This is an optimization exercise on Yosys and OpenROAD, whose aim is a short achievable clock period and few clock cycles per item, not a production implementation. The RTL was checked by simulation tests, not by an equivalence proof against the original design. Power is estimated from default activity; no workload was simulated.

`flow/run.sh`:
```
#!/bin/bash
# synth_recipe.tcl (not shown) runs the flow's synth.tcl, then flattens the netlist and writes it again
# the make line also repeats each setting of config.mk as NAME=value (left out here)
make -C /OpenROAD-flow-scripts/flow DESIGN_CONFIG=/design/flow/config.mk WORK_HOME=/design/flow/orfs CLKGATE_MAP_FILE= SYNTH_SCRIPT=/design/flow/synth_recipe.tcl finish
```
`flow/config.mk`:
```
export PLATFORM = sky130hd
export DESIGN_NAME = rvPipeTop
export DESIGN_NICKNAME = rvPipeTop
export VERILOG_FILES = /design/flow/design.v
export SDC_FILE = /design/flow/constraint.sdc
export NUM_CORES = 4
export LEC_CHECK = 0
export CAP_MARGIN = 20
export CORE_MARGIN = 2
export CORE_UTILIZATION = 40
export SLEW_MARGIN = 20
```
`flow/constraint.sdc`:
```
create_clock -name core_clock -period 5.8 [get_ports {clk}]
set_input_delay 1.1600 -clock core_clock [delete_from_list [all_inputs] [get_ports {clk}]]
set_output_delay 1.1600 -clock core_clock [all_outputs]
set_load 0.01 [all_outputs]
```
`flow/design.v`:
```
package rvPkg;
    typedef logic [31:0] wordT;
    typedef logic [4:0] regAddrT;
    typedef logic [6:0] opcodeT;
    typedef logic [3:0] aluOpT;
    typedef logic [1:0] fwdSelT;
    localparam int regCount = 32;
    localparam opcodeT opReg   = 7'b0110011;
    localparam opcodeT opImm   = 7'b0010011;
    localparam opcodeT opLoad  = 7'b0000011;
    localparam opcodeT opStore = 7'b0100011;
    localparam aluOpT aluAnd = 4'b0000;
    localparam aluOpT aluOr  = 4'b0001;
    localparam aluOpT aluAdd = 4'b0010;
    localparam aluOpT aluSub = 4'b0110;
    localparam aluOpT aluSll = 4'b1110;
    localparam aluOpT aluSrl = 4'b1101;
    localparam aluOpT aluSra = 4'b1111;
    localparam fwdSelT fwdNone = 2'b00;
    localparam fwdSelT fwdWb   = 2'b01;
    localparam fwdSelT fwdMem  = 2'b10;
endpackage
`timescale 1ns/1ps
module fetchStage (
    input  logic        clk,
    input  logic        rstN,
    input  logic        stall,
    input  rvPkg::wordT instr,
    output rvPkg::wordT instrAddr,
    output rvPkg::wordT idInstr
);
    rvPkg::wordT pc;
    assign instrAddr = pc;
    always_ff @(posedge clk) begin
        if (!rstN) begin
            pc <= '0;
            idInstr <= '0;
        end else if (!stall) begin
            pc <= pc + 32'd4;
            idInstr <= instr;
        end
    end
endmodule
`timescale 1ns/1ps
module decodeStage (
    input  logic           clk,
    input  logic           rstN,
    input  rvPkg::wordT    idInstr,
    input  logic           wbRegWrite,
    input  rvPkg::regAddrT wbRd,
    input  rvPkg::wordT    wbValue,
    input  rvPkg::regAddrT exRd,
    input  logic           exMemRead,
    output logic           stall,
    output rvPkg::wordT    exOpA,
    output rvPkg::wordT    exOpB,
    output rvPkg::wordT    exImm,
    output rvPkg::regAddrT exRs1,
    output rvPkg::regAddrT exRs2,
    output rvPkg::regAddrT exRdOut,
    output rvPkg::aluOpT   exAluOp,
    output logic           exAluSrc,
    output logic           exMemReadOut,
    output logic           exMemWrite,
    output logic           exRegWrite
);
    rvPkg::wordT    regFile [rvPkg::regCount];
    rvPkg::opcodeT  opcode;
    logic [2:0]     funct3;
    rvPkg::regAddrT rs1;
    rvPkg::regAddrT rs2;
    rvPkg::regAddrT rd;
    rvPkg::wordT    imm;
    rvPkg::wordT    opA;
    rvPkg::wordT    opB;
    rvPkg::aluOpT   aluOp;
    logic           aluSrc;
    logic           memRead;
    logic           memWrite;
    logic           regWrite;
    logic           usesRs1;
    logic           usesRs2;
    assign opcode = idInstr[6:0];
    assign funct3 = idInstr[14:12];
    assign rs1    = idInstr[19:15];
    assign rs2    = idInstr[24:20];
    assign rd     = idInstr[11:7];
    always_comb begin
        aluSrc   = 1'b0;
        memRead  = 1'b0;
        memWrite = 1'b0;
        regWrite = 1'b0;
        usesRs1  = 1'b0;
        usesRs2  = 1'b0;
        aluOp    = rvPkg::aluAdd;
        case (opcode)
            rvPkg::opReg, rvPkg::opImm: begin
                regWrite = 1'b1;
                usesRs1  = 1'b1;
                usesRs2  = (opcode == rvPkg::opReg);
                aluSrc   = (opcode == rvPkg::opImm);
                case (funct3)
                    3'b000: aluOp = (opcode == rvPkg::opReg && idInstr[30]) ?
                                    rvPkg::aluSub : rvPkg::aluAdd;
                    3'b001: aluOp = rvPkg::aluSll;
                    3'b101: aluOp = idInstr[30] ? rvPkg::aluSra : rvPkg::aluSrl;
                    3'b110: aluOp = rvPkg::aluOr;
                    3'b111: aluOp = rvPkg::aluAnd;
                    default: aluOp = rvPkg::aluAdd;
                endcase
            end
            rvPkg::opLoad: begin
                regWrite = 1'b1;
                memRead  = 1'b1;
                aluSrc   = 1'b1;
                usesRs1  = 1'b1;
            end
            rvPkg::opStore: begin
                memWrite = 1'b1;
                aluSrc   = 1'b1;
                usesRs1  = 1'b1;
            end
            default: begin
            end
        endcase
    end
    always_comb begin
        if (opcode == rvPkg::opStore) begin
            imm = {{20{idInstr[31]}}, idInstr[31:25], idInstr[11:7]};
        end else begin
            imm = {{20{idInstr[31]}}, idInstr[31:20]};
        end
    end
    always_ff @(posedge clk) begin
        if (wbRegWrite && wbRd != '0) begin
            regFile[wbRd] <= wbValue;
        end
    end
    always_comb begin
        if (rs1 == '0) begin
            opA = '0;
        end else if (wbRegWrite && wbRd == rs1) begin
            opA = wbValue;
        end else begin
            opA = regFile[rs1];
        end
        if (rs2 == '0) begin
            opB = '0;
        end else if (wbRegWrite && wbRd == rs2) begin
            opB = wbValue;
        end else begin
            opB = regFile[rs2];
        end
    end
    assign stall = exMemRead && exRd != '0 &&
                   ((usesRs1 && exRd == rs1) || (usesRs2 && exRd == rs2));
    always_ff @(posedge clk) begin
        if (!rstN || stall) begin
            exMemReadOut <= 1'b0;
            exMemWrite   <= 1'b0;
            exRegWrite   <= 1'b0;
        end else begin
            exMemReadOut <= memRead;
            exMemWrite   <= memWrite;
            exRegWrite   <= regWrite;
        end
        exOpA    <= opA;
        exOpB    <= opB;
        exImm    <= imm;
        exRs1    <= rs1;
        exRs2    <= rs2;
        exRdOut  <= rd;
        exAluOp  <= aluOp;
        exAluSrc <= aluSrc;
    end
endmodule
`timescale 1ns/1ps
module executeStage (
    input  logic           clk,
    input  logic           rstN,
    input  rvPkg::wordT    exOpA,
    input  rvPkg::wordT    exOpB,
    input  rvPkg::wordT    exImm,
    input  rvPkg::regAddrT exRs1,
    input  rvPkg::regAddrT exRs2,
    input  rvPkg::regAddrT exRd,
    input  rvPkg::aluOpT   exAluOp,
    input  logic           exAluSrc,
    input  logic           exMemRead,
    input  logic           exMemWrite,
    input  logic           exRegWrite,
    input  rvPkg::regAddrT memRd,
    input  rvPkg::regAddrT wbRd,
    input  logic           memRegWrite,
    input  logic           wbRegWrite,
    input  rvPkg::wordT    memValue,
    input  rvPkg::wordT    wbValue,
    output rvPkg::wordT    memAluResult,
    output rvPkg::wordT    memStoreData,
    output rvPkg::regAddrT memRdOut,
    output rvPkg::regAddrT memRs2,
    output logic           memMemRead,
    output logic           memMemWrite,
    output logic           memRegWriteOut
);
    rvPkg::fwdSelT fwdA;
    rvPkg::fwdSelT fwdB;
    rvPkg::wordT   srcA;
    rvPkg::wordT   srcB;
    rvPkg::wordT   aluB;
    rvPkg::wordT   aluResult;
    always_comb begin
        if (memRegWrite && memRd != '0 && memRd == exRs1) begin
            fwdA = rvPkg::fwdMem;
        end else if (wbRegWrite && wbRd != '0 && wbRd == exRs1) begin
            fwdA = rvPkg::fwdWb;
        end else begin
            fwdA = rvPkg::fwdNone;
        end
        if (memRegWrite && memRd != '0 && memRd == exRs2) begin
            fwdB = rvPkg::fwdMem;
        end else if (wbRegWrite && wbRd != '0 && wbRd == exRs2) begin
            fwdB = rvPkg::fwdWb;
        end else begin
            fwdB = rvPkg::fwdNone;
        end
    end
    always_comb begin
        case (fwdA)
            rvPkg::fwdMem: srcA = memValue;
            rvPkg::fwdWb:  srcA = wbValue;
            default:       srcA = exOpA;
        endcase
        case (fwdB)
            rvPkg::fwdMem: srcB = memValue;
            rvPkg::fwdWb:  srcB = wbValue;
            default:       srcB = exOpB;
        endcase
    end
    assign aluB = exAluSrc ? exImm : srcB;
    always_comb begin
        case (exAluOp)
            rvPkg::aluAnd: aluResult = srcA & aluB;
            rvPkg::aluOr:  aluResult = srcA | aluB;
            rvPkg::aluSub: aluResult = srcA - aluB;
            rvPkg::aluSll: aluResult = srcA << aluB[4:0];
            rvPkg::aluSrl: aluResult = srcA >> aluB[4:0];
            rvPkg::aluSra: aluResult = $signed(srcA) >>> aluB[4:0];
            default:       aluResult = srcA + aluB;
        endcase
    end
    always_ff @(posedge clk) begin
        if (!rstN) begin
            memMemRead     <= 1'b0;
            memMemWrite    <= 1'b0;
            memRegWriteOut <= 1'b0;
        end else begin
            memMemRead     <= exMemRead;
            memMemWrite    <= exMemWrite;
            memRegWriteOut <= exRegWrite;
        end
        memAluResult <= aluResult;
        memStoreData <= srcB;
        memRdOut     <= exRd;
        memRs2       <= exRs2;
    end
endmodule
`timescale 1ns/1ps
module memWriteback #(
    parameter int dmemAddrBits = 6
) (
    input  logic           clk,
    input  logic           rstN,
    input  rvPkg::wordT    memAluResult,
    input  rvPkg::wordT    memStoreData,
    input  rvPkg::regAddrT memRd,
    input  rvPkg::regAddrT memRs2,
    input  logic           memMemRead,
    input  logic           memMemWrite,
    input  logic           memRegWrite,
    output rvPkg::wordT    memValue,
    output logic           wbRegWrite,
    output rvPkg::regAddrT wbRd,
    output rvPkg::wordT    wbValue,
    output logic           wbValid
);
    rvPkg::wordT             dmem [2**dmemAddrBits];
    logic [dmemAddrBits-1:0] dmemAddr;
    logic                    wbMemRead;
    logic                    storeFwd;
    rvPkg::wordT             storeData;
    rvPkg::wordT             readData;
    assign dmemAddr = memAluResult[dmemAddrBits+1:2];
    assign storeFwd  = memMemWrite && wbMemRead && wbRegWrite &&
                       wbRd != '0 && wbRd == memRs2;
    assign storeData = storeFwd ? wbValue : memStoreData;
    always_ff @(posedge clk) begin
        if (memMemWrite) begin
            dmem[dmemAddr] <= storeData;
        end
    end
    assign readData = dmem[dmemAddr];
    assign memValue = memAluResult;
    always_ff @(posedge clk) begin
        if (!rstN) begin
            wbRegWrite <= 1'b0;
            wbMemRead  <= 1'b0;
        end else begin
            wbRegWrite <= memRegWrite;
            wbMemRead  <= memMemRead;
        end
        wbRd    <= memRd;
        wbValue <= memMemRead ? readData : memAluResult;
    end
    assign wbValid = wbRegWrite && wbRd != '0;
endmodule
`timescale 1ns/1ps
module rvPipeTop #(
    parameter int dmemAddrBits = 6
) (
    input  logic           clk,
    input  logic           rstN,
    input  rvPkg::wordT    instr,
    output rvPkg::wordT    instrAddr,
    output logic           wbValid,
    output rvPkg::regAddrT wbRd,
    output rvPkg::wordT    wbData
);
    logic           stall;
    rvPkg::wordT    idInstr;
    rvPkg::wordT    exOpA;
    rvPkg::wordT    exOpB;
    rvPkg::wordT    exImm;
    rvPkg::regAddrT exRs1;
    rvPkg::regAddrT exRs2;
    rvPkg::regAddrT exRd;
    rvPkg::aluOpT   exAluOp;
    logic           exAluSrc;
    logic           exMemRead;
    logic           exMemWrite;
    logic           exRegWrite;
    rvPkg::wordT    memAluResult;
    rvPkg::wordT    memStoreData;
    rvPkg::regAddrT memRd;
    rvPkg::regAddrT memRs2;
    logic           memMemRead;
    logic           memMemWrite;
    logic           memRegWrite;
    rvPkg::wordT    memValue;
    logic           wbRegWrite;
    rvPkg::wordT    wbValue;
    assign wbData = wbValue;
    fetchStage i_fetchStage (
        .clk       (clk),
        .rstN      (rstN),
        .stall     (stall),
        .instr     (instr),
        .instrAddr (instrAddr),
        .idInstr   (idInstr)
    );
    decodeStage i_decodeStage (
        .clk          (clk),
        .rstN         (rstN),
        .idInstr      (idInstr),
        .wbRegWrite   (wbRegWrite),
        .wbRd         (wbRd),
        .wbValue      (wbValue),
        .exRd         (exRd),
        .exMemRead    (exMemRead),
        .stall        (stall),
        .exOpA        (exOpA),
        .exOpB        (exOpB),
        .exImm        (exImm),
        .exRs1        (exRs1),
        .exRs2        (exRs2),
        .exRdOut      (exRd),
        .exAluOp      (exAluOp),
        .exAluSrc     (exAluSrc),
        .exMemReadOut (exMemRead),
        .exMemWrite   (exMemWrite),
        .exRegWrite   (exRegWrite)
    );
    executeStage i_executeStage (
        .clk            (clk),
        .rstN           (rstN),
        .exOpA          (exOpA),
        .exOpB          (exOpB),
        .exImm          (exImm),
        .exRs1          (exRs1),
        .exRs2          (exRs2),
        .exRd           (exRd),
        .exAluOp        (exAluOp),
        .exAluSrc       (exAluSrc),
        .exMemRead      (exMemRead),
        .exMemWrite     (exMemWrite),
        .exRegWrite     (exRegWrite),
        .memRd          (memRd),
        .wbRd           (wbRd),
        .memRegWrite    (memRegWrite),
        .wbRegWrite     (wbRegWrite),
        .memValue       (memValue),
        .wbValue        (wbValue),
        .memAluResult   (memAluResult),
        .memStoreData   (memStoreData),
        .memRdOut       (memRd),
        .memRs2         (memRs2),
        .memMemRead     (memMemRead),
        .memMemWrite    (memMemWrite),
        .memRegWriteOut (memRegWrite)
    );
    memWriteback #(
        .dmemAddrBits (dmemAddrBits)
    ) i_memWriteback (
        .clk          (clk),
        .rstN         (rstN),
        .memAluResult (memAluResult),
        .memStoreData (memStoreData),
        .memRd        (memRd),
        .memRs2       (memRs2),
        .memMemRead   (memMemRead),
        .memMemWrite  (memMemWrite),
        .memRegWrite  (memRegWrite),
        .memValue     (memValue),
        .wbRegWrite   (wbRegWrite),
        .wbRd         (wbRd),
        .wbValue      (wbValue),
        .wbValid      (wbValid)
    );
endmodule
```
==> results.txt <==
[layer usage]
metal | GRT usage | routed length, µm | vias up
li1 | - | - | 35000
met5 | 0 | 7 | -
met3 | 0.0504 | 48200 | 822
met2 | 0.415 | 219000 | 5156
met4 | 0.0916 | 18100 | 2
met1 | 0.372 | 190000 | 45500
[state kept, by name, indices dropped and copies added, names as in the netlist, 4 cells and up]
name,cells
i_memWriteback.dmem,2048
i_decodeStage.regFile,1024
i_decodeStage.exOpA,32
i_decodeStage.exOpB,32
i_executeStage.memAluResult,32
i_executeStage.memStoreData,32
i_fetchStage.idInstr,32
i_memWriteback.wbValue,32
i_fetchStage.pc,30
i_decodeStage.exImm,12
i_decodeStage.exRdOut,5
i_decodeStage.exRs1,5
i_decodeStage.exRs2,5
i_executeStage.memRdOut,5
i_executeStage.memRs2,5
i_memWriteback.wbRd,5
i_decodeStage.exAluOp,4
[logic make-up (layout without fill, tap and decap cells)]
kind of cell / count (synthesis) / count (layout) / synth area share
DFF: 3349 / 3349 / 0.708
AOI/OAI and AO/OA: 2053 / 2053 / 0.111
muxes: 974 / 974 / 0.114
and+or+nand+nor: 964 / 964 / 0.0341
buffers and inverters: 655 / 1306 / 0.0186
xor gates and xnor gates: 128 / 128 / 0.00817
adders and majority gates: 68 / 68 / 0.00565
other: 1 / 44 / 0.0000271
[final timing paths]
| path | slack [ns] | depth (start not counted) | startpoint | endpoint |
|---|---|---|---|---|
| min | 0.36 | 0 | i_fetchStage.idInstr[27]$_SDFFE_PN0N_ | i_decodeStage.exImm[7]$_DFF_P_ |
| max reg2reg | 0.23 | 25 | i_memWriteback.wbRd[4]$_DFF_P_ | i_executeStage.memAluResult[31]$_DFF_P_ |
| max | 0.23 | 25 | i_memWriteback.wbRd[4]$_DFF_P_ | i_executeStage.memAluResult[31]$_DFF_P_ |
| min reg2reg | 0.36 | 0 | i_fetchStage.idInstr[27]$_SDFFE_PN0N_ | i_decodeStage.exImm[7]$_DFF_P_ |
[what timing repair did]
item,CTS,global route
resized for setup,3,22
pin swaps,0,6
cloned,0,0
hold endpoints to repair,0,0
setup buffers,0,5
setup endpoints to repair,2,9
[where the power goes]
part           switching (mW)  leakage, nW  total [mW]  internal, mW
combinational            12.3         14.9        17.5          5.19
sequential              0.697         30.1        29.2          28.5
clock                    9.46         5.31        21.7          12.2
total                    22.4         50.4        68.3          45.9
[final cells by class]
cell class,count,share of cell area
Antenna cell,10,0.000157
Clock buffer,433,0.0572
Clock inverter,193,0.0110
Inverter,32,0.000768
Multi-Input combinational cell,4221,0.245
Sequential cell,3349,0.613
Tap cell,4557,0.0357
Timing Repair Buffer,648,0.0369
[cell usage after synthesis (all sizes together) (157+ instances only)]
library cell and count:
nor2 332, a31oi 282, edfxtp 3072, dfxtp 277, nand2 175, a21oi 157
clkbuf 405, mux4 468, buf 218, a22oi 564, a221oi 283, a22o 237
mux2i 371
[stage by stage]
stage / util / cells / TNS (ns) / area, µm² / hold WS (ns)
floorplan: - / 8225 / 0 / 138000 / 0.329
global placement: 0.432 / 12800 / -0.649 / 148000 / 0.343
detailed placement: 0.433 / 12800 / -0.0909 / 149000 / 0.340
CTS: 0.464 / 13400 / 0 / 159000 / 0.356
global route: 0.465 / 13400 / 0 / 160000 / 0.361
finish: 0.465 / 13400 / 0 / 160000 / 0.355
[critical path, cell delays in order (launching register included)]
cell and delay, ns:
dfxtp_1 0.34, buf_4 0.14, or3_4 0.36, o311a_4 0.37, buf_4 0.17, nand2_2 0.11, mux2i_1 0.26, o21ai_0 0.14
and2_1 0.22, a2111oi_2 0.35, buf_4 0.17, a21oi_1 0.07, xnor2_1 0.15, ha_1 0.33, nand4_1 0.12, nor2_1 0.08
a211o_1 0.30, or3_1 0.37, o21ai_2 0.18, buf_4 0.15, a21boi_1 0.09, o41a_1 0.35, nand4_1 0.13, a31oi_1 0.11
xnor2_1 0.14, a211o_1 0.29
==> impl_metrics.ini <==
[power]
powerDensity_nw_per_um2 = 428
leakagePower_nw = 50.4
fin_total_pwr_mw = 68.3
ir_drop_v = 0.000311

[layout]
layout.nets = 8667
drive_gt1_frac = 0.213
multiInputGateArea_um2 = 39200
filler_cell_count = 29100
regArea_um2 = 97900
most-common-layout-cells = 3072 x edfxtp_1, 564 x a22oi_1, 486 x buf_4
syn_to_final_growth_pct = 15.6
final_common_cell = edfxtp_1

[logic_synthesis]
synth_top_cell_area_share = 0.668
synth_cell_type_count = 103
synth_area_um2 = 138000
synth-edff-count = 3072
postSynthAreaPerCell_um2 = 16.9
ys_warn_count = 4
synthTopCellsByArea = edfxtp_1 67%, mux4_2 7.6%, dfxtp_1 4.0%
syn_inst = 8192
ys.flop_type = edfxtp_1
ys_seq_area_frac = 0.708
synth.largest_area_cell = edfxtp_1
synth-async-reset-ratio = 0
yosys_register_bits = 3349

[critical_path]
cp.arrival_ns = 6.43
endpoint_kind = flip-flop
cp.required_ns = 6.66
critical_path_class = reg2reg
cp-start-kind = flip-flop
cp_max_fo = 6

[global_route]
grt_pass1_wl_um = 662000
grt_pass1_vias = 83600
track_usage = 0.265
grt_max_degree = 94
grt_remaining_overflow = 0
antenna_found_initial = 23

[clock_network]
clock_path_buffers = 4
tritoncts = built
cts_buffers = 344
cts-root-buf = clkbuf_16
cts.sinks = 3349
ctsHoldBuffers = 0
clk_latency_ns = 0.97
path_clk_slew_ns = 0.07
h-tree-depth = 5

[detailed_routing]
drc = 0
wl_um = 475000
wire_per_inst_um = 35.3
ant_nets = 0
drt_iter0_drc = 12500
dr.pass1.iters = 6
vias_per_cell = 6.43
routed-via-count = 86500

[sta]
drv_slew = 0
worst_slew_pin_slew_ns = 1.31
fmax_mhz = 180
slew_headroom = 0.120
period_share = 0.960
rsz0062_at_grt = false
setup_ws_ns = 0.231
finalClockSkew_ns = 0.111
finalHoldViolations = 0
setup_viol = 0
min_period_ns = 5.57

[die]
die_w_um = 592
core_area_um2 = 343000
die_h_um = 592
die-area_um2 = 350000
num_io_pins = 104
rows = 215
start_util = 0.402

[place]
place_hpwl_um = 295000
port_buffers = 101
place_worst_setup_slack_ns = -0.0722
place.gp.congestion = 0.947

[run]
drv_cap = 0

[status]
status = finished clean

[min_path]
min_path_type = reg2reg
Testbench counts, summed over its fixed seeds: cycles 16,452, items 15,920.

==> afterwards: timing with drivers on the ports <==
The flow's constraints put no driver on any port. The routed layout listed below was extracted and timed again, unchanged, in two steps. Step 1, drivers: a clkbuf_16 drives clk and a buf_2 each remaining input, both assumed. Step 2 times the ports against the registers' clock, not the clock port: input delays grow and output delays shrink by t, the midpoint of the rising clock arrivals with the driver on. Three values: no drivers, after step 1, after step 2; two values: the first two.
shift t [ns]: 1.018
setup slack, ns: 0.231 / 0.231 / 0.231
worst setup path after step 2: register to register
After both steps setup and hold are still met in this run. The setup slack of this run moves by 0.000 ns with the drivers and by 0.000 ns with both steps.
